This is an optimization exercise on Yosys and OpenROAD, whose aim is small area, a short achievable clock period and few clock cycles per item, not a production implementation.
Function was not checked in any run shown here: the RTL went through the layout flow alone.

## design.v

```verilog
package cordic_pkg;
    typedef enum logic [1:0] {
        IDLE,
        ITER,
        SCALE,
        DONE
    } state_e;
    localparam logic signed [31:0] PI     = 32'sh0003_243F;
    localparam logic signed [31:0] TWO_PI = 32'sh0006_487F;
    localparam logic        [31:0] K_INV  = 32'h0000_9B75;
    function automatic logic [31:0] atan_lut(input logic [3:0] idx);
        logic [31:0] val;
        case (idx)
            4'd0:    val = 32'h0000_C910;
            4'd1:    val = 32'h0000_76B2;
            4'd2:    val = 32'h0000_3EB7;
            4'd3:    val = 32'h0000_1FD6;
            4'd4:    val = 32'h0000_0FFB;
            4'd5:    val = 32'h0000_07FF;
            4'd6:    val = 32'h0000_0400;
            4'd7:    val = 32'h0000_0200;
            4'd8:    val = 32'h0000_0100;
            4'd9:    val = 32'h0000_0080;
            4'd10:   val = 32'h0000_0040;
            4'd11:   val = 32'h0000_0020;
            4'd12:   val = 32'h0000_0010;
            4'd13:   val = 32'h0000_0008;
            4'd14:   val = 32'h0000_0004;
            default: val = 32'h0000_0002;
        endcase
        atan_lut = val;
    endfunction
endpackage
module cordic_vec_stage #(
    parameter int IW = 34
) (
    input  logic signed [IW-1:0] x_in,
    input  logic signed [IW-1:0] y_in,
    input  logic signed [IW-1:0] z_in,
    input  logic        [3:0]    shift,
    input  logic signed [IW-1:0] atan_i,
    output logic signed [IW-1:0] x_out,
    output logic signed [IW-1:0] y_out,
    output logic signed [IW-1:0] z_out
);
    logic signed [IW-1:0] x_sh;
    logic signed [IW-1:0] y_sh;
    always_comb begin
        x_sh = x_in >>> shift;
        y_sh = y_in >>> shift;
        if (!y_in[IW-1]) begin
            x_out = x_in + y_sh;
            y_out = y_in - x_sh;
            z_out = z_in + atan_i;
        end else begin
            x_out = x_in - y_sh;
            y_out = y_in + x_sh;
            z_out = z_in - atan_i;
        end
    end
endmodule
module cordic_atan2 (
    input  logic        clk,
    input  logic        rst,
    input  logic        in_valid,
    output logic        in_ready,
    input  logic [31:0] in_x,
    input  logic [31:0] in_y,
    output logic        out_valid,
    input  logic        out_ready,
    output logic [31:0] out_angle,
    output logic [31:0] out_mag,
    output logic        out_zero
);
    logic run_q;
    wire        fd_f  = in_x[31];
    wire        fd_sy = in_y[31];
    wire [32:0] fd_x = {1'b0, in_x ^ {32{fd_f}}} + {32'b0, fd_f};
    wire [32:0] fd_y = {in_y[31], in_y} ^ {33{fd_f}};
    wire [32:0] fd_y0 = fd_y + {32'b0, fd_f};
    logic [32:0] r0_x;
    logic [32:0] r0_y;
    logic [0:0] r0_f;
    logic [0:0] r0_sy;
    logic r0_v;
    always_ff @(posedge clk) begin
        if (run_q) begin
            r0_x <= fd_x;
            r0_y <= fd_y0;
            r0_f <= fd_f;
            r0_sy <= fd_sy;
        end
    end
    always_ff @(posedge clk) begin
        if (rst) r0_v <= 1'b0;
        else if (run_q) r0_v <= in_valid;
    end
    wire i0_d = ~r0_y[32];   
    wire [32:0] i0_x = r0_x + (r0_y[32:0] ^ {33{~i0_d}}) + {32'b0, ~i0_d};
    wire [33:0] i0_y = {{1{r0_y[32]}}, r0_y} + ({1'b0, r0_x[32:0]} ^ {34{i0_d}}) + {33'b0, i0_d};
    logic [32:0] r1_x;
    logic [0:0] r1_f;
    logic [0:0] r1_sy;
    logic [33:0] r1_y;
    logic [0:0] r1_b0;
    logic r1_v;
    always_ff @(posedge clk) begin
        if (run_q) begin
            r1_x <= i0_x;
            r1_f <= r0_f;
            r1_sy <= r0_sy;
            r1_y <= i0_y;
            r1_b0 <= i0_d;
        end
    end
    always_ff @(posedge clk) begin
        if (rst) r1_v <= 1'b0;
        else if (run_q) r1_v <= r0_v;
    end
    wire i1_d = ~r1_y[33];   
    wire [32:0] i1_ysh = r1_y[33:1];
    wire [32:0] i1_x = r1_x + (i1_ysh[32:0] ^ {33{~i1_d}}) + {32'b0, ~i1_d};
    wire [32:0] i1_y = r1_y[32:0] + ({1'b0, r1_x[32:1]} ^ {33{i1_d}}) + {32'b0, i1_d};
    logic [32:0] r2_x;
    logic [0:0] r2_f;
    logic [0:0] r2_sy;
    logic [0:0] r2_b0;
    logic [32:0] r2_y;
    logic [0:0] r2_b1;
    logic r2_v;
    always_ff @(posedge clk) begin
        if (run_q) begin
            r2_x <= i1_x;
            r2_f <= r1_f;
            r2_sy <= r1_sy;
            r2_b0 <= r1_b0;
            r2_y <= i1_y;
            r2_b1 <= i1_d;
        end
    end
    always_ff @(posedge clk) begin
        if (rst) r2_v <= 1'b0;
        else if (run_q) r2_v <= r1_v;
    end
    wire i2_d = ~r2_y[32];   
    wire [30:0] i2_ysh = r2_y[32:2];
    wire [32:0] i2_x = r2_x + ({{2{i2_ysh[30]}}, i2_ysh} ^ {33{~i2_d}}) + {32'b0, ~i2_d};
    wire [31:0] i2_y = r2_y[31:0] + ({1'b0, r2_x[32:2]} ^ {32{i2_d}}) + {31'b0, i2_d};
    logic [32:0] r3_x;
    logic [0:0] r3_f;
    logic [0:0] r3_sy;
    logic [0:0] r3_b0;
    logic [0:0] r3_b1;
    logic [31:0] r3_y;
    logic [0:0] r3_b2;
    logic r3_v;
    always_ff @(posedge clk) begin
        if (run_q) begin
            r3_x <= i2_x;
            r3_f <= r2_f;
            r3_sy <= r2_sy;
            r3_b0 <= r2_b0;
            r3_b1 <= r2_b1;
            r3_y <= i2_y;
            r3_b2 <= i2_d;
        end
    end
    always_ff @(posedge clk) begin
        if (rst) r3_v <= 1'b0;
        else if (run_q) r3_v <= r2_v;
    end
    wire i3_d = ~r3_y[31];   
    wire [28:0] i3_ysh = r3_y[31:3];
    wire [32:0] i3_x = r3_x + ({{4{i3_ysh[28]}}, i3_ysh} ^ {33{~i3_d}}) + {32'b0, ~i3_d};
    wire [30:0] i3_y = r3_y[30:0] + ({1'b0, r3_x[32:3]} ^ {31{i3_d}}) + {30'b0, i3_d};
    logic [32:0] r4_x;
    logic [0:0] r4_f;
    logic [0:0] r4_sy;
    logic [0:0] r4_b0;
    logic [0:0] r4_b1;
    logic [0:0] r4_b2;
    logic [30:0] r4_y;
    logic [0:0] r4_b3;
    logic r4_v;
    always_ff @(posedge clk) begin
        if (run_q) begin
            r4_x <= i3_x;
            r4_f <= r3_f;
            r4_sy <= r3_sy;
            r4_b0 <= r3_b0;
            r4_b1 <= r3_b1;
            r4_b2 <= r3_b2;
            r4_y <= i3_y;
            r4_b3 <= i3_d;
        end
    end
    always_ff @(posedge clk) begin
        if (rst) r4_v <= 1'b0;
        else if (run_q) r4_v <= r3_v;
    end
    wire i4_d = ~r4_y[30];   
    wire [26:0] i4_ysh = r4_y[30:4];
    wire [32:0] i4_x = r4_x + ({{6{i4_ysh[26]}}, i4_ysh} ^ {33{~i4_d}}) + {32'b0, ~i4_d};
    wire [29:0] i4_y = r4_y[29:0] + ({1'b0, r4_x[32:4]} ^ {30{i4_d}}) + {29'b0, i4_d};
    logic [32:0] r5_x;
    logic [0:0] r5_f;
    logic [0:0] r5_sy;
    logic [0:0] r5_b0;
    logic [0:0] r5_b1;
    logic [0:0] r5_b2;
    logic [0:0] r5_b3;
    logic [29:0] r5_y;
    logic [0:0] r5_b4;
    logic r5_v;
    always_ff @(posedge clk) begin
        if (run_q) begin
            r5_x <= i4_x;
            r5_f <= r4_f;
            r5_sy <= r4_sy;
            r5_b0 <= r4_b0;
            r5_b1 <= r4_b1;
            r5_b2 <= r4_b2;
            r5_b3 <= r4_b3;
            r5_y <= i4_y;
            r5_b4 <= i4_d;
        end
    end
    always_ff @(posedge clk) begin
        if (rst) r5_v <= 1'b0;
        else if (run_q) r5_v <= r4_v;
    end
    wire i5_d = ~r5_y[29];   
    wire [24:0] i5_ysh = r5_y[29:5];
    wire [32:0] i5_x = r5_x + ({{8{i5_ysh[24]}}, i5_ysh} ^ {33{~i5_d}}) + {32'b0, ~i5_d};
    wire [28:0] i5_y = r5_y[28:0] + ({1'b0, r5_x[32:5]} ^ {29{i5_d}}) + {28'b0, i5_d};
    logic [32:0] r6_x;
    logic [0:0] r6_f;
    logic [0:0] r6_sy;
    logic [0:0] r6_b0;
    logic [0:0] r6_b1;
    logic [0:0] r6_b2;
    logic [0:0] r6_b3;
    logic [0:0] r6_b4;
    logic [28:0] r6_y;
    logic [0:0] r6_b5;
    logic r6_v;
    always_ff @(posedge clk) begin
        if (run_q) begin
            r6_x <= i5_x;
            r6_f <= r5_f;
            r6_sy <= r5_sy;
            r6_b0 <= r5_b0;
            r6_b1 <= r5_b1;
            r6_b2 <= r5_b2;
            r6_b3 <= r5_b3;
            r6_b4 <= r5_b4;
            r6_y <= i5_y;
            r6_b5 <= i5_d;
        end
    end
    always_ff @(posedge clk) begin
        if (rst) r6_v <= 1'b0;
        else if (run_q) r6_v <= r5_v;
    end
    wire i6_d = ~r6_y[28];   
    wire [22:0] i6_ysh = r6_y[28:6];
    wire [32:0] i6_x = r6_x + ({{10{i6_ysh[22]}}, i6_ysh} ^ {33{~i6_d}}) + {32'b0, ~i6_d};
    wire [27:0] i6_y = r6_y[27:0] + ({1'b0, r6_x[32:6]} ^ {28{i6_d}}) + {27'b0, i6_d};
    logic [32:0] r7_x;
    logic [0:0] r7_f;
    logic [0:0] r7_sy;
    logic [0:0] r7_b0;
    logic [0:0] r7_b1;
    logic [0:0] r7_b2;
    logic [0:0] r7_b3;
    logic [0:0] r7_b4;
    logic [0:0] r7_b5;
    logic [27:0] r7_y;
    logic [0:0] r7_b6;
    logic r7_v;
    always_ff @(posedge clk) begin
        if (run_q) begin
            r7_x <= i6_x;
            r7_f <= r6_f;
            r7_sy <= r6_sy;
            r7_b0 <= r6_b0;
            r7_b1 <= r6_b1;
            r7_b2 <= r6_b2;
            r7_b3 <= r6_b3;
            r7_b4 <= r6_b4;
            r7_b5 <= r6_b5;
            r7_y <= i6_y;
            r7_b6 <= i6_d;
        end
    end
    always_ff @(posedge clk) begin
        if (rst) r7_v <= 1'b0;
        else if (run_q) r7_v <= r6_v;
    end
    wire i7_d = ~r7_y[27];   
    wire [20:0] i7_ysh = r7_y[27:7];
    wire [32:0] i7_x = r7_x + ({{12{i7_ysh[20]}}, i7_ysh} ^ {33{~i7_d}}) + {32'b0, ~i7_d};
    wire [26:0] i7_y = r7_y[26:0] + ({1'b0, r7_x[32:7]} ^ {27{i7_d}}) + {26'b0, i7_d};
    logic [32:0] r8_x;
    logic [0:0] r8_f;
    logic [0:0] r8_sy;
    logic [0:0] r8_b0;
    logic [0:0] r8_b1;
    logic [0:0] r8_b2;
    logic [0:0] r8_b3;
    logic [0:0] r8_b4;
    logic [0:0] r8_b5;
    logic [0:0] r8_b6;
    logic [26:0] r8_y;
    logic [0:0] r8_b7;
    logic r8_v;
    always_ff @(posedge clk) begin
        if (run_q) begin
            r8_x <= i7_x;
            r8_f <= r7_f;
            r8_sy <= r7_sy;
            r8_b0 <= r7_b0;
            r8_b1 <= r7_b1;
            r8_b2 <= r7_b2;
            r8_b3 <= r7_b3;
            r8_b4 <= r7_b4;
            r8_b5 <= r7_b5;
            r8_b6 <= r7_b6;
            r8_y <= i7_y;
            r8_b7 <= i7_d;
        end
    end
    always_ff @(posedge clk) begin
        if (rst) r8_v <= 1'b0;
        else if (run_q) r8_v <= r7_v;
    end
    wire i8_d = ~r8_y[26];   
    wire [18:0] i8_ysh = r8_y[26:8];
    wire [32:0] i8_x = r8_x + ({{14{i8_ysh[18]}}, i8_ysh} ^ {33{~i8_d}}) + {32'b0, ~i8_d};
    wire [25:0] i8_y = r8_y[25:0] + ({1'b0, r8_x[32:8]} ^ {26{i8_d}}) + {25'b0, i8_d};
    logic [32:0] r9_x;
    logic [0:0] r9_f;
    logic [0:0] r9_sy;
    logic [0:0] r9_b0;
    logic [0:0] r9_b1;
    logic [0:0] r9_b2;
    logic [0:0] r9_b3;
    logic [0:0] r9_b4;
    logic [0:0] r9_b5;
    logic [0:0] r9_b6;
    logic [0:0] r9_b7;
    logic [25:0] r9_y;
    logic [0:0] r9_b8;
    logic r9_v;
    always_ff @(posedge clk) begin
        if (run_q) begin
            r9_x <= i8_x;
            r9_f <= r8_f;
            r9_sy <= r8_sy;
            r9_b0 <= r8_b0;
            r9_b1 <= r8_b1;
            r9_b2 <= r8_b2;
            r9_b3 <= r8_b3;
            r9_b4 <= r8_b4;
            r9_b5 <= r8_b5;
            r9_b6 <= r8_b6;
            r9_b7 <= r8_b7;
            r9_y <= i8_y;
            r9_b8 <= i8_d;
        end
    end
    always_ff @(posedge clk) begin
        if (rst) r9_v <= 1'b0;
        else if (run_q) r9_v <= r8_v;
    end
    wire i9_d = ~r9_y[25];   
    wire [16:0] i9_ysh = r9_y[25:9];
    wire [32:0] i9_x = r9_x + ({{16{i9_ysh[16]}}, i9_ysh} ^ {33{~i9_d}}) + {32'b0, ~i9_d};
    wire [24:0] i9_y = r9_y[24:0] + ({1'b0, r9_x[32:9]} ^ {25{i9_d}}) + {24'b0, i9_d};
    logic [32:0] r10_x;
    logic [0:0] r10_f;
    logic [0:0] r10_sy;
    logic [0:0] r10_b0;
    logic [0:0] r10_b1;
    logic [0:0] r10_b2;
    logic [0:0] r10_b3;
    logic [0:0] r10_b4;
    logic [0:0] r10_b5;
    logic [0:0] r10_b6;
    logic [0:0] r10_b7;
    logic [0:0] r10_b8;
    logic [24:0] r10_y;
    logic [0:0] r10_b9;
    logic r10_v;
    always_ff @(posedge clk) begin
        if (run_q) begin
            r10_x <= i9_x;
            r10_f <= r9_f;
            r10_sy <= r9_sy;
            r10_b0 <= r9_b0;
            r10_b1 <= r9_b1;
            r10_b2 <= r9_b2;
            r10_b3 <= r9_b3;
            r10_b4 <= r9_b4;
            r10_b5 <= r9_b5;
            r10_b6 <= r9_b6;
            r10_b7 <= r9_b7;
            r10_b8 <= r9_b8;
            r10_y <= i9_y;
            r10_b9 <= i9_d;
        end
    end
    always_ff @(posedge clk) begin
        if (rst) r10_v <= 1'b0;
        else if (run_q) r10_v <= r9_v;
    end
    wire i10_d = ~r10_y[24];   
    wire [14:0] i10_ysh = r10_y[24:10];
    wire [32:0] i10_x = r10_x + ({{18{i10_ysh[14]}}, i10_ysh} ^ {33{~i10_d}}) + {32'b0, ~i10_d};
    wire [23:0] i10_y = r10_y[23:0] + ({1'b0, r10_x[32:10]} ^ {24{i10_d}}) + {23'b0, i10_d};
    logic [32:0] r11_x;
    logic [0:0] r11_f;
    logic [0:0] r11_sy;
    logic [0:0] r11_b0;
    logic [0:0] r11_b1;
    logic [0:0] r11_b2;
    logic [0:0] r11_b3;
    logic [0:0] r11_b4;
    logic [0:0] r11_b5;
    logic [0:0] r11_b6;
    logic [0:0] r11_b7;
    logic [0:0] r11_b8;
    logic [0:0] r11_b9;
    logic [23:0] r11_y;
    logic [0:0] r11_b10;
    logic r11_v;
    always_ff @(posedge clk) begin
        if (run_q) begin
            r11_x <= i10_x;
            r11_f <= r10_f;
            r11_sy <= r10_sy;
            r11_b0 <= r10_b0;
            r11_b1 <= r10_b1;
            r11_b2 <= r10_b2;
            r11_b3 <= r10_b3;
            r11_b4 <= r10_b4;
            r11_b5 <= r10_b5;
            r11_b6 <= r10_b6;
            r11_b7 <= r10_b7;
            r11_b8 <= r10_b8;
            r11_b9 <= r10_b9;
            r11_y <= i10_y;
            r11_b10 <= i10_d;
        end
    end
    always_ff @(posedge clk) begin
        if (rst) r11_v <= 1'b0;
        else if (run_q) r11_v <= r10_v;
    end
    wire i11_d = ~r11_y[23];   
    wire [12:0] i11_ysh = r11_y[23:11];
    wire [32:0] i11_x = r11_x + ({{20{i11_ysh[12]}}, i11_ysh} ^ {33{~i11_d}}) + {32'b0, ~i11_d};
    wire [22:0] i11_y = r11_y[22:0] + ({1'b0, r11_x[32:11]} ^ {23{i11_d}}) + {22'b0, i11_d};
    logic [32:0] r12_x;
    logic [0:0] r12_f;
    logic [0:0] r12_sy;
    logic [0:0] r12_b0;
    logic [0:0] r12_b1;
    logic [0:0] r12_b2;
    logic [0:0] r12_b3;
    logic [0:0] r12_b4;
    logic [0:0] r12_b5;
    logic [0:0] r12_b6;
    logic [0:0] r12_b7;
    logic [0:0] r12_b8;
    logic [0:0] r12_b9;
    logic [0:0] r12_b10;
    logic [22:0] r12_y;
    logic [0:0] r12_b11;
    logic r12_v;
    always_ff @(posedge clk) begin
        if (run_q) begin
            r12_x <= i11_x;
            r12_f <= r11_f;
            r12_sy <= r11_sy;
            r12_b0 <= r11_b0;
            r12_b1 <= r11_b1;
            r12_b2 <= r11_b2;
            r12_b3 <= r11_b3;
            r12_b4 <= r11_b4;
            r12_b5 <= r11_b5;
            r12_b6 <= r11_b6;
            r12_b7 <= r11_b7;
            r12_b8 <= r11_b8;
            r12_b9 <= r11_b9;
            r12_b10 <= r11_b10;
            r12_y <= i11_y;
            r12_b11 <= i11_d;
        end
    end
    always_ff @(posedge clk) begin
        if (rst) r12_v <= 1'b0;
        else if (run_q) r12_v <= r11_v;
    end
    wire i12_d = ~r12_y[22];   
    wire [10:0] i12_ysh = r12_y[22:12];
    wire [32:0] i12_x = r12_x + ({{22{i12_ysh[10]}}, i12_ysh} ^ {33{~i12_d}}) + {32'b0, ~i12_d};
    wire [21:0] i12_y = r12_y[21:0] + ({1'b0, r12_x[32:12]} ^ {22{i12_d}}) + {21'b0, i12_d};
    logic [32:0] r13_x;
    logic [0:0] r13_f;
    logic [0:0] r13_sy;
    logic [0:0] r13_b0;
    logic [0:0] r13_b1;
    logic [0:0] r13_b2;
    logic [0:0] r13_b3;
    logic [0:0] r13_b4;
    logic [0:0] r13_b5;
    logic [0:0] r13_b6;
    logic [0:0] r13_b7;
    logic [0:0] r13_b8;
    logic [0:0] r13_b9;
    logic [0:0] r13_b10;
    logic [0:0] r13_b11;
    logic [21:0] r13_y;
    logic [0:0] r13_b12;
    logic r13_v;
    always_ff @(posedge clk) begin
        if (run_q) begin
            r13_x <= i12_x;
            r13_f <= r12_f;
            r13_sy <= r12_sy;
            r13_b0 <= r12_b0;
            r13_b1 <= r12_b1;
            r13_b2 <= r12_b2;
            r13_b3 <= r12_b3;
            r13_b4 <= r12_b4;
            r13_b5 <= r12_b5;
            r13_b6 <= r12_b6;
            r13_b7 <= r12_b7;
            r13_b8 <= r12_b8;
            r13_b9 <= r12_b9;
            r13_b10 <= r12_b10;
            r13_b11 <= r12_b11;
            r13_y <= i12_y;
            r13_b12 <= i12_d;
        end
    end
    always_ff @(posedge clk) begin
        if (rst) r13_v <= 1'b0;
        else if (run_q) r13_v <= r12_v;
    end
    wire i13_d = ~r13_y[21];   
    wire [8:0] i13_ysh = r13_y[21:13];
    wire [32:0] i13_x = r13_x + ({{24{i13_ysh[8]}}, i13_ysh} ^ {33{~i13_d}}) + {32'b0, ~i13_d};
    wire [20:0] i13_y = r13_y[20:0] + ({1'b0, r13_x[32:13]} ^ {21{i13_d}}) + {20'b0, i13_d};
    logic [32:0] r14_x;
    logic [0:0] r14_f;
    logic [0:0] r14_sy;
    logic [0:0] r14_b0;
    logic [0:0] r14_b1;
    logic [0:0] r14_b2;
    logic [0:0] r14_b3;
    logic [0:0] r14_b4;
    logic [0:0] r14_b5;
    logic [0:0] r14_b6;
    logic [0:0] r14_b7;
    logic [0:0] r14_b8;
    logic [0:0] r14_b9;
    logic [0:0] r14_b10;
    logic [0:0] r14_b11;
    logic [0:0] r14_b12;
    logic [20:0] r14_y;
    logic [0:0] r14_b13;
    logic r14_v;
    always_ff @(posedge clk) begin
        if (run_q) begin
            r14_x <= i13_x;
            r14_f <= r13_f;
            r14_sy <= r13_sy;
            r14_b0 <= r13_b0;
            r14_b1 <= r13_b1;
            r14_b2 <= r13_b2;
            r14_b3 <= r13_b3;
            r14_b4 <= r13_b4;
            r14_b5 <= r13_b5;
            r14_b6 <= r13_b6;
            r14_b7 <= r13_b7;
            r14_b8 <= r13_b8;
            r14_b9 <= r13_b9;
            r14_b10 <= r13_b10;
            r14_b11 <= r13_b11;
            r14_b12 <= r13_b12;
            r14_y <= i13_y;
            r14_b13 <= i13_d;
        end
    end
    always_ff @(posedge clk) begin
        if (rst) r14_v <= 1'b0;
        else if (run_q) r14_v <= r13_v;
    end
    wire i14_d = ~r14_y[20];   
    wire [6:0] i14_ysh = r14_y[20:14];
    wire [32:0] i14_x = r14_x + ({{26{i14_ysh[6]}}, i14_ysh} ^ {33{~i14_d}}) + {32'b0, ~i14_d};
    wire [19:0] i14_y = r14_y[19:0] + ({1'b0, r14_x[32:14]} ^ {20{i14_d}}) + {19'b0, i14_d};
    logic [32:0] r15_x;
    logic [0:0] r15_f;
    logic [0:0] r15_sy;
    logic [0:0] r15_b0;
    logic [0:0] r15_b1;
    logic [0:0] r15_b2;
    logic [0:0] r15_b3;
    logic [0:0] r15_b4;
    logic [0:0] r15_b5;
    logic [0:0] r15_b6;
    logic [0:0] r15_b7;
    logic [0:0] r15_b8;
    logic [0:0] r15_b9;
    logic [0:0] r15_b10;
    logic [0:0] r15_b11;
    logic [0:0] r15_b12;
    logic [0:0] r15_b13;
    logic [19:0] r15_y;
    logic [0:0] r15_b14;
    logic r15_v;
    always_ff @(posedge clk) begin
        if (run_q) begin
            r15_x <= i14_x;
            r15_f <= r14_f;
            r15_sy <= r14_sy;
            r15_b0 <= r14_b0;
            r15_b1 <= r14_b1;
            r15_b2 <= r14_b2;
            r15_b3 <= r14_b3;
            r15_b4 <= r14_b4;
            r15_b5 <= r14_b5;
            r15_b6 <= r14_b6;
            r15_b7 <= r14_b7;
            r15_b8 <= r14_b8;
            r15_b9 <= r14_b9;
            r15_b10 <= r14_b10;
            r15_b11 <= r14_b11;
            r15_b12 <= r14_b12;
            r15_b13 <= r14_b13;
            r15_y <= i14_y;
            r15_b14 <= i14_d;
        end
    end
    always_ff @(posedge clk) begin
        if (rst) r15_v <= 1'b0;
        else if (run_q) r15_v <= r14_v;
    end
    wire i15_d = ~r15_y[19];   
    wire [4:0] i15_ysh = r15_y[19:15];
    wire [32:0] i15_x = r15_x + ({{28{i15_ysh[4]}}, i15_ysh} ^ {33{~i15_d}}) + {32'b0, ~i15_d};
    logic [32:0] r16_x;
    logic [0:0] r16_f;
    logic [0:0] r16_sy;
    logic [0:0] r16_b0;
    logic [0:0] r16_b1;
    logic [0:0] r16_b2;
    logic [0:0] r16_b3;
    logic [0:0] r16_b4;
    logic [0:0] r16_b5;
    logic [0:0] r16_b6;
    logic [0:0] r16_b7;
    logic [0:0] r16_b8;
    logic [0:0] r16_b9;
    logic [0:0] r16_b10;
    logic [0:0] r16_b11;
    logic [0:0] r16_b12;
    logic [0:0] r16_b13;
    logic [0:0] r16_b14;
    logic [0:0] r16_b15;
    logic r16_v;
    always_ff @(posedge clk) begin
        if (run_q) begin
            r16_x <= i15_x;
            r16_f <= r15_f;
            r16_sy <= r15_sy;
            r16_b0 <= r15_b0;
            r16_b1 <= r15_b1;
            r16_b2 <= r15_b2;
            r16_b3 <= r15_b3;
            r16_b4 <= r15_b4;
            r16_b5 <= r15_b5;
            r16_b6 <= r15_b6;
            r16_b7 <= r15_b7;
            r16_b8 <= r15_b8;
            r16_b9 <= r15_b9;
            r16_b10 <= r15_b10;
            r16_b11 <= r15_b11;
            r16_b12 <= r15_b12;
            r16_b13 <= r15_b13;
            r16_b14 <= r15_b14;
            r16_b15 <= i15_d;
        end
    end
    always_ff @(posedge clk) begin
        if (rst) r16_v <= 1'b0;
        else if (run_q) r16_v <= r15_v;
    end
    wire m1_zero = (r16_x == 33'd0);
    wire [48:0] m1_t15_u = {16'b0, r16_x};
    wire [48:0] m1_t15 = {m1_t15_u[33:0], 15'b0};
    wire [48:0] m1_t13_u = {16'b0, r16_x};
    wire [48:0] m1_t13 = {m1_t13_u[35:0], 13'b0};
    wire [48:0] m1_t10_u = {16'b0, ~r16_x};
    wire [48:0] m1_t10 = {m1_t10_u[38:0], 10'b0};
    wire [48:0] m1_t7_u = {16'b0, ~r16_x};
    wire [48:0] m1_t7 = {m1_t7_u[41:0], 7'b0};
    wire [48:0] m1_t4_u = {16'b0, ~r16_x};
    wire [48:0] m1_t4 = {m1_t4_u[44:0], 4'b0};
    wire [48:0] m1_t2_u = {16'b0, r16_x};
    wire [48:0] m1_t2 = {m1_t2_u[46:0], 2'b0};
    wire [48:0] m1_t0_u = {16'b0, r16_x};
    wire [48:0] m1_t0 = m1_t0_u;
    wire [48:0] m1_mc_l0_0_s = m1_t15 ^ m1_t13 ^ m1_t10;
    wire [48:0] m1_mc_l0_0_m = (m1_t15 & m1_t13) | (m1_t15 & m1_t10) | (m1_t13 & m1_t10);
    wire [48:0] m1_mc_l0_0_c = {m1_mc_l0_0_m[47:0], 1'b0};
    wire [48:0] m1_mc_l0_1_s = m1_t7 ^ m1_t4 ^ m1_t2;
    wire [48:0] m1_mc_l0_1_m = (m1_t7 & m1_t4) | (m1_t7 & m1_t2) | (m1_t4 & m1_t2);
    wire [48:0] m1_mc_l0_1_c = {m1_mc_l0_1_m[47:0], 1'b0};
    wire [48:0] m1_mc_l1_0_s = m1_mc_l0_0_s ^ m1_mc_l0_0_c ^ m1_mc_l0_1_s;
    wire [48:0] m1_mc_l1_0_m = (m1_mc_l0_0_s & m1_mc_l0_0_c) | (m1_mc_l0_0_s & m1_mc_l0_1_s) | (m1_mc_l0_0_c & m1_mc_l0_1_s);
    wire [48:0] m1_mc_l1_0_c = {m1_mc_l1_0_m[47:0], 1'b0};
    wire [48:0] m1_mc_l1_1_s = m1_mc_l0_1_c ^ m1_t0 ^ 49'h1f6e000008490;
    wire [48:0] m1_mc_l1_1_m = (m1_mc_l0_1_c & m1_t0) | (m1_mc_l0_1_c & 49'h1f6e000008490) | (m1_t0 & 49'h1f6e000008490);
    wire [48:0] m1_mc_l1_1_c = {m1_mc_l1_1_m[47:0], 1'b0};
    wire [48:0] m1_mc_l2_0_s = m1_mc_l1_0_s ^ m1_mc_l1_0_c ^ m1_mc_l1_1_s;
    wire [48:0] m1_mc_l2_0_m = (m1_mc_l1_0_s & m1_mc_l1_0_c) | (m1_mc_l1_0_s & m1_mc_l1_1_s) | (m1_mc_l1_0_c & m1_mc_l1_1_s);
    wire [48:0] m1_mc_l2_0_c = {m1_mc_l2_0_m[47:0], 1'b0};
    wire [48:0] m1_mc_l3_0_s = m1_mc_l2_0_s ^ m1_mc_l2_0_c ^ m1_mc_l1_1_c;
    wire [48:0] m1_mc_l3_0_m = (m1_mc_l2_0_s & m1_mc_l2_0_c) | (m1_mc_l2_0_s & m1_mc_l1_1_c) | (m1_mc_l2_0_c & m1_mc_l1_1_c);
    wire [48:0] m1_mc_l3_0_c = {m1_mc_l3_0_m[47:0], 1'b0};
    wire [16:0] m1_lo = {1'b0, m1_mc_l3_0_s[15:0]} + {1'b0, m1_mc_l3_0_c[15:0]};
    wire [2:0] m1_ta_s = {r16_b2, r16_b1, r16_b0};
    wire [19:0] m1_ta =
        ({20{m1_ta_s == 3'd0}} & 20'he41b9) |
        ({20{m1_ta_s == 3'd1}} & 20'hfd3d9) |
        ({20{m1_ta_s == 3'd2}} & 20'hf2f1d) |
        ({20{m1_ta_s == 3'd3}} & 20'hc13d) |
        ({20{m1_ta_s == 3'd4}} & 20'hebf27) |
        ({20{m1_ta_s == 3'd5}} & 20'h5147) |
        ({20{m1_ta_s == 3'd6}} & 20'hfac8b) |
        ({20{m1_ta_s == 3'd7}} & 20'h13eab);
    wire [2:0] m1_tb_s = {r16_b5, r16_b4, r16_b3};
    wire [19:0] m1_tb =
        ({20{m1_tb_s == 3'd0}} & 20'h0) |
        ({20{m1_tb_s == 3'd1}} & 20'h3fac) |
        ({20{m1_tb_s == 3'd2}} & 20'h1ff6) |
        ({20{m1_tb_s == 3'd3}} & 20'h5fa2) |
        ({20{m1_tb_s == 3'd4}} & 20'hffe) |
        ({20{m1_tb_s == 3'd5}} & 20'h4faa) |
        ({20{m1_tb_s == 3'd6}} & 20'h2ff4) |
        ({20{m1_tb_s == 3'd7}} & 20'h6fa0);
    wire [19:0] m1_zlo = {8'b0, r16_b6, r16_b7, r16_b8, r16_b9, r16_b10, r16_b11, r16_b12, r16_b13, r16_b14, r16_b15, 2'b00};
    wire [19:0] m1_zc_l0_0_s = m1_ta ^ m1_tb ^ m1_zlo;
    wire [19:0] m1_zc_l0_0_m = (m1_ta & m1_tb) | (m1_ta & m1_zlo) | (m1_tb & m1_zlo);
    wire [19:0] m1_zc_l0_0_c = {m1_zc_l0_0_m[18:0], 1'b0};
    wire [19:0] m1_theta = m1_zc_l0_0_s + m1_zc_l0_0_c;
    logic [32:0] r17_ms;
    logic [32:0] r17_mc;
    logic [0:0] r17_mci;
    logic [19:0] r17_theta;
    logic [0:0] r17_zero;
    logic [0:0] r17_f;
    logic [0:0] r17_sy;
    logic r17_v;
    always_ff @(posedge clk) begin
        if (run_q) begin
            r17_ms <= m1_mc_l3_0_s[48:16];
            r17_mc <= m1_mc_l3_0_c[48:16];
            r17_mci <= m1_lo[16];
            r17_theta <= m1_theta;
            r17_zero <= m1_zero;
            r17_f <= r16_f;
            r17_sy <= r16_sy;
        end
    end
    always_ff @(posedge clk) begin
        if (rst) r17_v <= 1'b0;
        else if (run_q) r17_v <= r16_v;
    end
    wire [32:0] m2_s = r17_ms + r17_mc + {32'b0, r17_mci};
    wire        m2_sat = m2_s[32] | m2_s[31];
    wire [30:0] m2_mag = m2_sat ? 31'h7FFF_FFFF : m2_s[30:0];
    wire        m2_pos = ~r17_theta[19] & (|r17_theta);
    logic [19:0] m2_off;
    always_comb begin
        if (!r17_f)            m2_off = 20'h0;
        else if (r17_sy) m2_off = m2_pos ? 20'hcdbc1 : 20'h32440;
        else              m2_off = m2_pos ? 20'hcdbc0 : 20'h3243f;
    end
    wire [19:0] m2_ang = r17_theta + m2_off;
    wire [31:0] m2_angle = r17_zero ? 32'h0 : {{12{m2_ang[19]}}, m2_ang};
    logic        ov_q, sv_q;
    logic [31:0] oa_q, om_q, sa_q, sm_q;
    logic        oz_q, sz_q;
    wire push = run_q & r17_v;
    wire pop  = ov_q & out_ready;
    logic ov_d, sv_d;
    always_comb begin
        if (ov_q & ~pop) begin
            ov_d = 1'b1;
            sv_d = sv_q | push;
        end else begin
            ov_d = sv_q | push;
            sv_d = 1'b0;
        end
    end
    always_ff @(posedge clk) begin
        if (rst) begin
            ov_q  <= 1'b0;
            sv_q  <= 1'b0;
            run_q <= 1'b1;
        end else begin
            ov_q  <= ov_d;
            sv_q  <= sv_d;
            run_q <= ~sv_d;
        end
    end
    always_ff @(posedge clk) begin
        if (~sv_q) begin
            sa_q <= m2_angle;
            sm_q <= {1'b0, m2_mag};
            sz_q <= r17_zero;
        end
    end
    always_ff @(posedge clk) begin
        if (out_ready | ~ov_q) begin
            oa_q <= sv_q ? sa_q : m2_angle;
            om_q <= sv_q ? sm_q : {1'b0, m2_mag};
            oz_q <= sv_q ? sz_q : r17_zero;
        end
    end
    assign in_ready  = run_q;
    assign out_valid = ov_q;
    assign out_angle = oa_q;
    assign out_mag   = om_q;
    assign out_zero  = oz_q;
endmodule
```

## flow/run.sh

```bash
#!/bin/bash
# Standard ORFS layout, with timing repair aimed at a tighter setup margin.
set -euo pipefail
bash standard.sh SETUP_SLACK_MARGIN=6.5 finish > make_finish.log 2>&1
```

## standard.sh

```bash
#!/bin/bash
# synth_recipe.tcl (not shown) runs the flow's synth.tcl, then flattens the netlist and writes it again
# the make line also repeats each setting of config.mk as NAME=value (left out here)
make -C /OpenROAD-flow-scripts/flow DESIGN_CONFIG=/design/flow/config.mk WORK_HOME=/design/flow/orfs CLKGATE_MAP_FILE= SYNTH_SCRIPT=/design/flow/synth_recipe.tcl "${@:-finish}"
```

## config.mk

```make
export PLATFORM = sky130hd
export DESIGN_NAME = cordic_atan2
export DESIGN_NICKNAME = cordic_atan2
export VERILOG_FILES = /design/flow/design.v
export SDC_FILE = /design/flow/constraint.sdc
export NUM_CORES = 4
export LEC_CHECK = 0
export ABC_AREA = 1
export CAP_MARGIN = 20
export CORE_MARGIN = 2
export CORE_UTILIZATION = 40
export SLEW_MARGIN = 20
```

## constraint.sdc

```tcl
create_clock -name core_clock -period 10.0 [get_ports {clk}]
set_input_delay 2.0000 -clock core_clock [delete_from_list [all_inputs] [get_ports {clk}]]
set_output_delay 2.0000 -clock core_clock [all_outputs]
set_load 0.01 [all_outputs]
```

==> impl_metrics.toml, run 1 <==
[placed_design]
placedInstanceArea_um2 = 109000
detailed_place_hpwl_um = 238000
port_buffers = 134
gp_routability_congestion = 0.984

[route]
drt-initial-drc-count = 6393
firstDrtPassIters = 8
wirelength_um = 294000
drc_errors = 0
antenna_nets_post_route = 0
detail_route.vias_per_cell = 5.16
wire_per_inst_um = 19.0
vias = 79800

[die]
floorplan.initialDensity_pct = 40.2
die_height_um = 512
floorplan.die_area_um2 = 262000
design.core.area_um2 = 257000
die_width_um = 512
pin_count = 135
placement_rows = 186

[job]
maxCapViolCount = 0

[hold_path]
worst_hold_path_depth = 0
worstHoldPathType = "flip-flop to flip-flop"
hold_start = "r15_b12$_DFFE_PP_"
timing.hold.worst_endpoint = "r16_b12$_DFFE_PP_"

[worst_setup_path]
cp_top_family = "flip-flops"
rr_worst_depth = 13
path_buf_inv = 1
crit_required_ns = 8.00
critical_path_class = "flip-flop to output port"
worstPathMaxFanout = 1
end_kind = "output port"
crit_path_cell_trace = "buf_2"
r2r_slack_ns = 6.59
timing.critical_path.arrival_ns = 1.48
critical_path.slowest_cell = "edfxtp_1"
startpoint_type = "flip-flop"
reg_to_reg_start = "r16_x[5]$_DFFE_PP_"
cp_slowest_stage_delay_ns = 0.46
r2r-end = "r17_mci$_DFFE_PP_"

[clocking]
htree_levels = 4
clkLatencyLatePin_ns = 0.85
cts_tree = "built"
ctsLongestPathBuffers = 3
cts_root_buffer = "clkbuf_16"
cts_inserted_buffers = 157
worst_setup_hold_path_clk_slew_ns = 0.06
cts_sinks = 1394

[grt]
grtUsageTotal_pct = 22.0
grt_overflow_total = 0
antenna_found_initial = 2
maximum_number_of_pins_on_one_net_before_global_route_repair = 177
grt_pass1_vias = 78300
global_route_wire_length_before_repair_um = 453000

[synthesis]
synth.yosys.warnings = 1
netlist_top_cells_area = "edfxtp_1 (38%), ha_1 (10%), nand2_1 (8.6%), xor2_1 (7.8%), xnor2_1 (5.6%)"
dominantRegCellSynth = "edfxtp_1"
synth_sequential_area_ratio_pct = 39.7
asyncSetResetFlopFracSynth_pct = 0
synth_top_area_share_pct = 38.0
synth_cell_types = 64
synthCells = 11700
summed_instance_area_of_the_synthesized_netlist_um2 = 103000
yosysTopAreaCell = "edfxtp_1"
synth_edf_count = 1308
synth_nets = 12800
yosys_register_bits = 1394
synthesis.area_per_instance_um2 = 8.84

[layout]
final_nets = 13000
layout.cell_area.non_filler_um2 = 115000
max_flop_register = "r1_y"
largest_register_ffs = 34
area_growth_syn_to_layout_pct = 11.1
drive_gt1_share_pct = 4.31

[timing]
report.final.hold_viol_count = 0
holdWs_ns = 0.406
setup_viol = 0
period_needed_ns = 3.48
rsz0062_at_grt = "yes"
finalClockSkew_ns = 0.0752
max_freq_mhz = 287
min_period_over_period_pct = 34.8
totalNegativeSetupSlack_ns = 0
slew_hr_pct = 28.5
maxSlewViolCount = 0
slew_at_the_pin_closest_to_its_max_slew_limit_ns = 1.07

[status]
run_status = "timing/DRC/antenna clean"
## routing by layer
layer / wire length [um] / vias to the layer above / track usage [%]
met5: 13 / - / 0
met4: 8300 / 2 / 6.12
met3: 13100 / 401 / 2.28
met2: 145000 / 2009 / 38.9
met1: 127000 / 37400 / 28.3
li1: - / 40000 / -
## worst reg2reg max path, delay by kind of cell, from the launching register on
family	cells	cell delay (ns)
AO/OA/AOI/OAI	1	0.10
adder cells (fa/ha/maj)	5	2.04
buffers and inverters	4	0.31
flip-flops	1	0.47
AND/OR/NAND/NOR	3	0.24
## cell usage in the layout, fill, tap and decap left out, types with 62 or more instances in the layout
cell type and instances:
buf_4 62, o21bai_1 104, nor4_1 65, fa_1 184
a21o_1 100, xnor2_1 656, clkbuf_16 160, inv_1 1284
nor3_1 203, clkdlybuf4s50_1 66, edfxtp_1 1308, nand3_1 491
xor2_1 919, ha_1 824, nand2_1 2349, nand4_1 144
dfxtp_1 83, a21oi_1 906, o21ai_0 469, nor2_1 1051
## synth_stat cells, drive strengths merged, types with 5 or more instances
| master | number |
|---|---|
| o2111ai | 10 |
| nor2 | 1069 |
| o211ai | 35 |
| ha | 833 |
| dfxtp | 86 |
| a21boi | 31 |
| nand3 | 495 |
| o31ai | 5 |
| or2 | 6 |
| a21o | 100 |
| nand3b | 20 |
| o21bai | 105 |
| o21ai | 505 |
| clkbuf | 29 |
| edfxtp | 1308 |
| o21a | 41 |
| a221oi | 10 |
| nor3b | 7 |
| xor2 | 935 |
| a211oi | 15 |
| nand4 | 145 |
| nor4 | 68 |
| buf | 85 |
| xnor2 | 656 |
| a31oi | 54 |
| o22ai | 8 |
| inv | 1304 |
| nor3 | 216 |
| nand2 | 2364 |
| a21oi | 913 |
| fa | 185 |
| and3 | 5 |
| and2 | 17 |
## logic make-up after synthesis
logic type               synth area share, %
flip-flops                              39.7
AO/OA/AOI/OAI                           9.99
XOR/XNOR                                13.6
AND/OR/NAND/NOR                         17.7
adder cells (fa/ha/maj)                 13.7
buffers and inverters                   5.28
## worst max path at each step
stage / start / end / slack [ns] / cells after the start
floorplan: run_q$_SDFF_PP1_ / in_ready / -0.51 / 0
global placement: in_x[31] / r0_x[28]$_DFFE_PP_ / 4.95 / 12
detailed placement: in_x[31] / r0_x[28]$_DFFE_PP_ / 4.96 / 12
CTS: run_q$_SDFF_PP1_ / in_ready / 6.21 / 1
global route: oa_q[16]$_DFFE_PP_ / out_angle[16] / 6.47 / 1
finish: oa_q[16]$_DFFE_PP_ / out_angle[16] / 6.52 / 1
## metrics by stage
| step | cells | setup WS [ns] | utilization, % |
|---|---|---|---|
| detailed placement | 15100 | 4.96 | 42.3 |
| global route | 15500 | 6.47 | 44.7 |
| CTS | 15400 | 6.21 | 44.5 |
| floorplan | 11700 | -0.506 | - |
| finish | 15500 | 6.52 | 44.7 |
| global placement | 15100 | 4.95 | 42.3 |
## final cells by class
cell class / count / area [um^2]
Tap cell: 3384 / 4230
Antenna cell: 2 / 5.00
Sequential cell: 1394 / 41000
Fill cell: 25200 / 142000
Clock inverter: 100 / 1460
Timing Repair Buffer: 218 / 1920
Clock buffer: 189 / 4110
Multi-Input combinational cell: 8869 / 57000
Inverter: 1306 / 4920
## timing repair
| item | 4_1_cts | 5_1_grt |
|---|---|---|
| resized for setup | 284 | 97 |
| pin swaps | 8 | 20 |
| hold buffers | 0 | 0 |
| gates cloned | 1 | 1 |
| endpoints found under the setup margin | 438 | 363 |
| setup buffers | 23 | 24 |
==> run 2: changes to the inputs <==
--- a/design.v
+++ b/design.v
@@ -828,8 +828,17 @@
     end
+    logic [31:0] ha_q, hm_q;
+    logic        hz_q;
+    wire         load = out_ready | ~ov_q;
+    wire [31:0]  na = sv_q ? sa_q : m2_angle;
+    wire [31:0]  nm = sv_q ? sm_q : {1'b0, m2_mag};
+    wire         nz = sv_q ? sz_q : r17_zero;
     always_ff @(posedge clk) begin
-        if (out_ready | ~ov_q) begin
-            oa_q <= sv_q ? sa_q : m2_angle;
-            om_q <= sv_q ? sm_q : {1'b0, m2_mag};
-            oz_q <= sv_q ? sz_q : r17_zero;
-        end
+        ha_q <= load ? na : oa_q;
+        hm_q <= load ? nm : om_q;
+        hz_q <= load ? nz : oz_q;
+    end
+    always_ff @(posedge clk) begin
+        oa_q <= load ? na : ha_q;
+        om_q <= load ? nm : hm_q;
+        oz_q <= load ? nz : hz_q;
     end
==> flow/run.sh (replaced) <==
#!/bin/bash
# Standard ORFS layout, with timing repair aimed at a tighter setup margin.
set -euo pipefail
bash standard.sh SETUP_SLACK_MARGIN=6.8 finish > make_finish.log 2>&1
==> impl_metrics.toml, run 2 <==
[timing]
finalClockSkew_ns = 0.0672
fin_ws_ns = 6.52
rsz0062_at_grt = "yes"
holdWs_ns = 0.356
maxSlewViolCount = 0
period_needed_ns = 3.48
slew_hr_pct = 33.3
report.final.hold_viol_count = 0
totalNegativeSetupSlack_ns = 0
setup_viol = 0
slew_at_the_pin_closest_to_its_max_slew_limit_ns = 0.999
max_freq_mhz = 287
min_period_over_period_pct = 34.8

[layout]
largest_register_ffs = 34
final_nets = 13000
max_flop_register = "r1_y"
num-fill-cells = 24700
layout.cell_area.non_filler_um2 = 118000
final-instance-count-excl-fill = 15500
layout_commonest_cell = "nand2_1"
area_taken_by_flip_flops_and_latches_um2 = 41700
finish.utilization_pct = 45.9
drive_gt1_share_pct = 8.00
area_growth_syn_to_layout_pct = 14.0
area_of_combinational_cells_with_multiple_inputs_um2 = 57900
most-common-layout-cells = "nand2_1 (2415), edfxtp_1 (1243), inv_1 (1120), nor2_1 (935), xor2_1 (934)"

[worst_setup_path]
cp_top_family = "flip-flops"
crit_path_cell_trace = "buf_12"
worstPathMaxFanout = 2
startpoint_type = "flip-flop"
crit_required_ns = 8.00
path_buf_inv = 1
end_kind = "output port"
rr_worst_depth = 10
timing.critical_path.arrival_ns = 1.48
r2r_slack_ns = 6.59
reg_to_reg_start = "r16_x[11]$_DFFE_PP_"
critical_path.slowest_cell = "dfxtp_4"
critical_path_class = "flip-flop to output port"
cp_slowest_stage_delay_ns = 0.43
r2r-end = "r17_mci$_DFFE_PP_"

[status]
run_status = "timing/DRC/antenna clean"

[die]
design.core.area_um2 = 257000
die_height_um = 512
floorplan.initialDensity_pct = 40.2
placement_rows = 186
floorplan.die_area_um2 = 262000
die_width_um = 512
pin_count = 135

[placed_design]
placedCellCount = 15000
detailed_place_hpwl_um = 248000
placedInstanceArea_um2 = 109000
pre_cts_slack_ns = 5.16
gp_routability_congestion = 0.935
port_buffers = 134

[synthesis]
yosysTopAreaCell = "edfxtp_1"
synthesis.area_per_instance_um2 = 8.93
synthCells = 11600
yosys_register_bits = 1459
synth_sequential_area_ratio_pct = 40.3
netlist_top_cells_area = "edfxtp_1 (36%), ha_1 (10%), nand2_1 (8.9%), xor2_1 (8.1%), xnor2_1 (5.8%)"
asyncSetResetFlopFracSynth_pct = 0
summed_instance_area_of_the_synthesized_netlist_um2 = 103000
synth_nets = 12700
synth_cell_types = 62
synth.yosys.warnings = 1
synth_edf_count = 1243
synth_top_area_share_pct = 36.1
synth.most_common_cell = "nand2_1"
dominantRegCellSynth = "edfxtp_1"
post_synth_most_frequent_cells = "nand2_1 (2454), edfxtp_1 (1243), inv_1 (1158)"

[route]
detail_route.vias_per_cell = 5.25
vias = 81200
firstDrtPassIters = 7
wirelength_um = 313000
drc_errors = 0
wire_per_inst_um = 20.2
antenna_nets_post_route = 0
drt-initial-drc-count = 6467

[clocking]
cts_root_buffer = "clkbuf_16"
cts_sinks = 1459
htree_levels = 4
clkLatencyLatePin_ns = 0.87
cts_inserted_buffers = 179
cts_tree = "built"
worst_setup_hold_path_clk_slew_ns = 0.06
ctsLongestPathBuffers = 4

[grt]
global_route_wire_length_before_repair_um = 473000
grt_pass1_vias = 79400
maximum_number_of_pins_on_one_net_before_global_route_repair = 178
antenna_found_initial = 5
grt_overflow_total = 0
grtUsageTotal_pct = 23.1

[hold_path]
worstHoldPathType = "flip-flop to flip-flop"
timing.hold.worst_endpoint = "r6_sy$_DFFE_PP_"
hold_start = "r5_sy$_DFFE_PP_"
worst_hold_path_depth = 0

[job]
maxCapViolCount = 0
run 2: changes by cell type after synthesis, sizes merged, moves of 24 or more:
cell,before,now
nor3,216,184
a21oi,913,862
inv,1304,1160
xnor2,656,689
a21boi,31,61
nand2,2364,2461
nand3,495,465
dfxtp,86,216
o21ai,505,472
or2,6,30
o21bai,105,74
edfxtp,1308,1243
nor2,1069,984
run 2: how the worst max path moves through the flow:
| stage | from | endpoint | slack, ns | cells after the start |
|---|---|---|---|---|
| 2_1_floorplan | run_q$_SDFF_PP1_ | in_ready | -0.51 | 0 |
| 4_1_cts | run_q$_SDFF_PP1_ | in_ready | 6.44 | 1 |
| 6_report | run_q$_SDFF_PP1_ | in_ready | 6.52 | 1 |
| 5_1_grt | run_q$_SDFF_PP1_ | in_ready | 6.46 | 1 |
| 3_3_place_gp | in_x[31] | r0_y[30]$_DFFE_PP_ | 5.12 | 10 |
| 3_5_place_dp | in_x[31] | r0_x[26]$_DFFE_PP_ | 5.16 | 10 |
run 2: area by class of cell:
cell class,count,share of cell area [%]
Inverter,1161,3.73
Antenna cell,1,0.00212
Multi-Input combinational cell,8813,49.2
Tap cell,3384,3.60
Clock inverter,104,0.963
Clock buffer,217,4.03
Timing Repair Buffer,344,3.05
Sequential cell,1459,35.4
run 2: layer usage:
| metal | GRT usage, % | up-vias | part of all wire (%) |
|---|---|---|---|
| met3 | 2.28 | 437 | 4.3 |
| met5 | 0 | - | 0.0042 |
| met1 | 31.2 | 38900 | 45 |
| met4 | 6.48 | 2 | 2.9 |
| li1 | - | 39900 | - |
| met2 | 39.2 | 2015 | 47 |
run 2: logic make-up (layout without fill, tap and decap cells):
group / after synthesis / in the layout / synth area share (%)
flip-flops: 1459 / 1459 / 40.3
AND/OR/NAND/NOR: 4409 / 4411 / 17.7
adder cells (fa/ha/maj): 1018 / 1018 / 13.7
buffers and inverters: 1296 / 1826 / 4.82
XOR/XNOR: 1646 / 1646 / 14.0
AO/OA/AOI/OAI: 1738 / 1738 / 9.42
other: 0 / 1 / 0
run 2: repair_timing:
| action | CTS | global route |
|---|---|---|
| gates cloned | 2 | 8 |
| pin swaps | 62 | 85 |
| hold endpoints to repair | 0 | 0 |
| resized for setup | 611 | 272 |
| hold buffers | 0 | 0 |
| setup endpoints to repair | 951 | 700 |
| setup buffers | 92 | 76 |
==> run 3: changes to the inputs <==
==> flow/run.sh (replaced) <==
#!/bin/bash
# Standard ORFS layout, with timing repair aimed at a tighter setup margin.
set -euo pipefail
bash standard.sh SETUP_SLACK_MARGIN=7.2 finish > make_finish.log 2>&1
==> impl_metrics.toml, run 3 <==
[worst_setup_path]
endpoint = "in_ready"
rr_worst_depth = 15
critical_path_class = "flip-flop to output port"
r2r-end = "r17_mci$_DFFE_PP_"
worst_setup_path_startpoint = "run_q$_SDFF_PP1_"
startpoint_type = "flip-flop"
critical_path.slowest_cell = "dfxtp_4"
worstPathMaxFanout = 2
timing.critical_path.arrival_ns = 1.48
crit_path_cell_trace = "buf_12"
path_buf_inv = 1
cp_slowest_stage_delay_ns = 0.43
crit_required_ns = 8.00
reg_to_reg_start = "r16_x[5]$_DFFE_PP_"
critical_path_depth = 1
r2r_slack_ns = 6.59
cp_top_family = "flip-flops"
end_kind = "output port"

[timing]
min_period_over_period_pct = 34.8
maxSlewViolCount = 0
slew_at_the_pin_closest_to_its_max_slew_limit_ns = 1.00
slew_hr_pct = 33.3
max_freq_mhz = 287
period_needed_ns = 3.48
rsz0062_at_grt = "yes"
totalNegativeSetupSlack_ns = 0
fin_ws_ns = 6.52
report.final.hold_viol_count = 0
setup_viol = 0
finalClockSkew_ns = 0.0689

[grt]
grt_pass1_vias = 82300
maximum_number_of_pins_on_one_net_before_global_route_repair = 161
grt_overflow_total = 0
grtUsageTotal_pct = 23.9
antenna_found_initial = 9
global_route_wire_length_before_repair_um = 490000

[clocking]
htree_levels = 4
cts_root_buffer = "clkbuf_16"
ctsLongestPathBuffers = 4
cts_hold_buf = 0
clkLatencyLatePin_ns = 0.87
cts_tree = "built"
cts_inserted_buffers = 179
worst_setup_hold_path_clk_slew_ns = 0.06
cts_sinks = 1459

[route]
drc_errors = 0
wirelength_um = 334000
detail_route.vias_per_cell = 5.29
drt-initial-drc-count = 6329
wire_per_inst_um = 20.7
antenna_nets_post_route = 0
vias = 85200
firstDrtPassIters = 8

[synthesis]
asyncSetResetFlopFracSynth_pct = 0
dominantRegCellSynth = "edfxtp_1"
yosys_register_bits = 1459
synth.yosys.warnings = 1
synth_nets = 12700
synth_sequential_area_ratio_pct = 40.3
synth.most_common_cell = "nand2_1"
synthesis.area_per_instance_um2 = 8.93
summed_instance_area_of_the_synthesized_netlist_um2 = 103000
synthCells = 11600
yosysTopAreaCell = "edfxtp_1"
netlist_top_cells_area = "edfxtp_1 (36%), ha_1 (10%), nand2_1 (8.9%), xor2_1 (8.1%), xnor2_1 (5.8%)"
synth_edf_count = 1243
synth_cell_types = 62
synth_top_area_share_pct = 36.1
post_synth_most_frequent_cells = "nand2_1 (2454), edfxtp_1 (1243), inv_1 (1158)"

[die]
placement_rows = 186
design.core.area_um2 = 257000
die_height_um = 512
die_width_um = 512
floorplan.die_area_um2 = 262000
floorplan.initialDensity_pct = 40.2
pin_count = 135

[placed_design]
placedInstanceArea_um2 = 109000
detailed_place_hpwl_um = 248000
port_buffers = 134
placedCellCount = 15000
pre_cts_slack_ns = 5.16
gp_routability_congestion = 0.935

[layout]
layout_commonest_cell = "nand2_1"
drive_gt1_share_pct = 24.1
final_nets = 13700
final-instance-count-excl-fill = 16100
area_growth_syn_to_layout_pct = 27.5
largest_register_ffs = 34
most-common-layout-cells = "nand2_1 (2109), edfxtp_1 (1243), inv_1 (1050), xor2_1 (874), nor2_1 (804)"
max_flop_register = "r1_y"
layout.cell_area.non_filler_um2 = 132000

[hold_path]
worstHoldPathType = "flip-flop to flip-flop"

[status]
run_status = "timing/DRC/antenna clean"

[job]
maxCapViolCount = 0
==> run 3: cell families (layout without fill, tap and decap cells) <==
family | count (synthesis) | count (layout) | synth area share, %
DFF | 1459 | 1459 | 40.3
xor gates and xnor gates | 1646 | 1646 | 14.0
adders and majority gates | 1018 | 1018 | 13.7
and+or+nand+nor | 4409 | 4411 | 17.7
buffers and inverters | 1296 | 2460 | 4.82
other | 0 | 3 | 0
AOI/OAI and AO/OA | 1738 | 1738 | 9.42
==> run 3: per-layer routing <==
metal	wire length (um)	part of all wire (%)	vias up	GRT usage (%)
met5	19	0.0057	-	0
met4	11500	3.4	4	7.21
met1	147000	44	41300	32.0
met3	15700	4.7	584	2.43
li1	-	-	41100	-
met2	160000	48	2273	40.8
==> run 3: worst min path at each step <==
stage | cells after the start | startpoint | end | slack, ns
floorplan | 0 | r9_b0$_DFFE_PP_ | r10_b0$_DFFE_PP_ | 0.40
global placement | 0 | r13_b7$_DFFE_PP_ | r14_b7$_DFFE_PP_ | 0.40
detailed placement | 0 | r10_b4$_DFFE_PP_ | r11_b4$_DFFE_PP_ | 0.40
CTS | 0 | r5_sy$_DFFE_PP_ | r6_sy$_DFFE_PP_ | 0.35
global route | 0 | r5_sy$_DFFE_PP_ | r6_sy$_DFFE_PP_ | 0.38
finish | 0 | r5_sy$_DFFE_PP_ | r6_sy$_DFFE_PP_ | 0.36
==> run 3: cell type report <==
class,count,area (um^2)
Antenna cell,3,7.51
Clock buffer,217,4740
Clock inverter,104,1130
Fill cell,23500,125000
Inverter,1161,4420
Multi-Input combinational cell,8813,65800
Sequential cell,1459,41700
Tap cell,3384,4230
Timing Repair Buffer,978,9540
==> run 3: what timing repair did <==
item                                    4_1_cts  5_1_grt
cloned                                       24       27
pin swaps                                   333      707
buffers inserted                            372      389
endpoints found under the setup margin     1502      750
gates resized for setup                    1505     1509
==> run 3: metrics by stage <==
step / hold slack [ns] / util, %
after detailed placement: 0.405 / 42.3
final: 0.356 / 51.3
after CTS: 0.353 / 47.5
after global routing: 0.377 / 51.3
after global placement: 0.401 / 42.3
after floorplan: 0.400 / -

==> what the ideal ports hide <==
How much do the figures lean on ideal ports? The routed layouts below were timed once more, with nothing changed but the port constraints. Step 1, drivers: a clkbuf_16 drives clk and a buf_2 each remaining input, both assumed. Step 2, shift: input delay + t, output delay - t, t = (earliest + latest rising clock arrival at the registers) / 2. This alone moves slack from input paths to output paths. a / b / c = ideal / step 1 / step 2; a / b = the first two.
| run | t (ns) | slack for setup (ns) | hold WS [ns] | worst setup path at the end | worst slew at a driven data input, ns |
|---|---|---|---|---|---|
| run 1 | 0.910 | 6.520 / 6.424 / 5.773 | 0.406 / 0.406 / 0.406 | input to register | 0.06 |
| run 2 | 0.919 | 6.521 / 6.429 / 5.833 | 0.356 / 0.356 / 0.356 | input to register | 0.22 |
| run 3 | 0.926 | 6.518 / 6.425 / 5.798 | 0.356 / 0.356 / 0.356 | input to register | 0.46 |
After both steps every run listed still meets setup and hold. For run 1, which loses most, drivers alone change the setup slack by -0.096 ns; drivers and shift together by -0.747 ns.
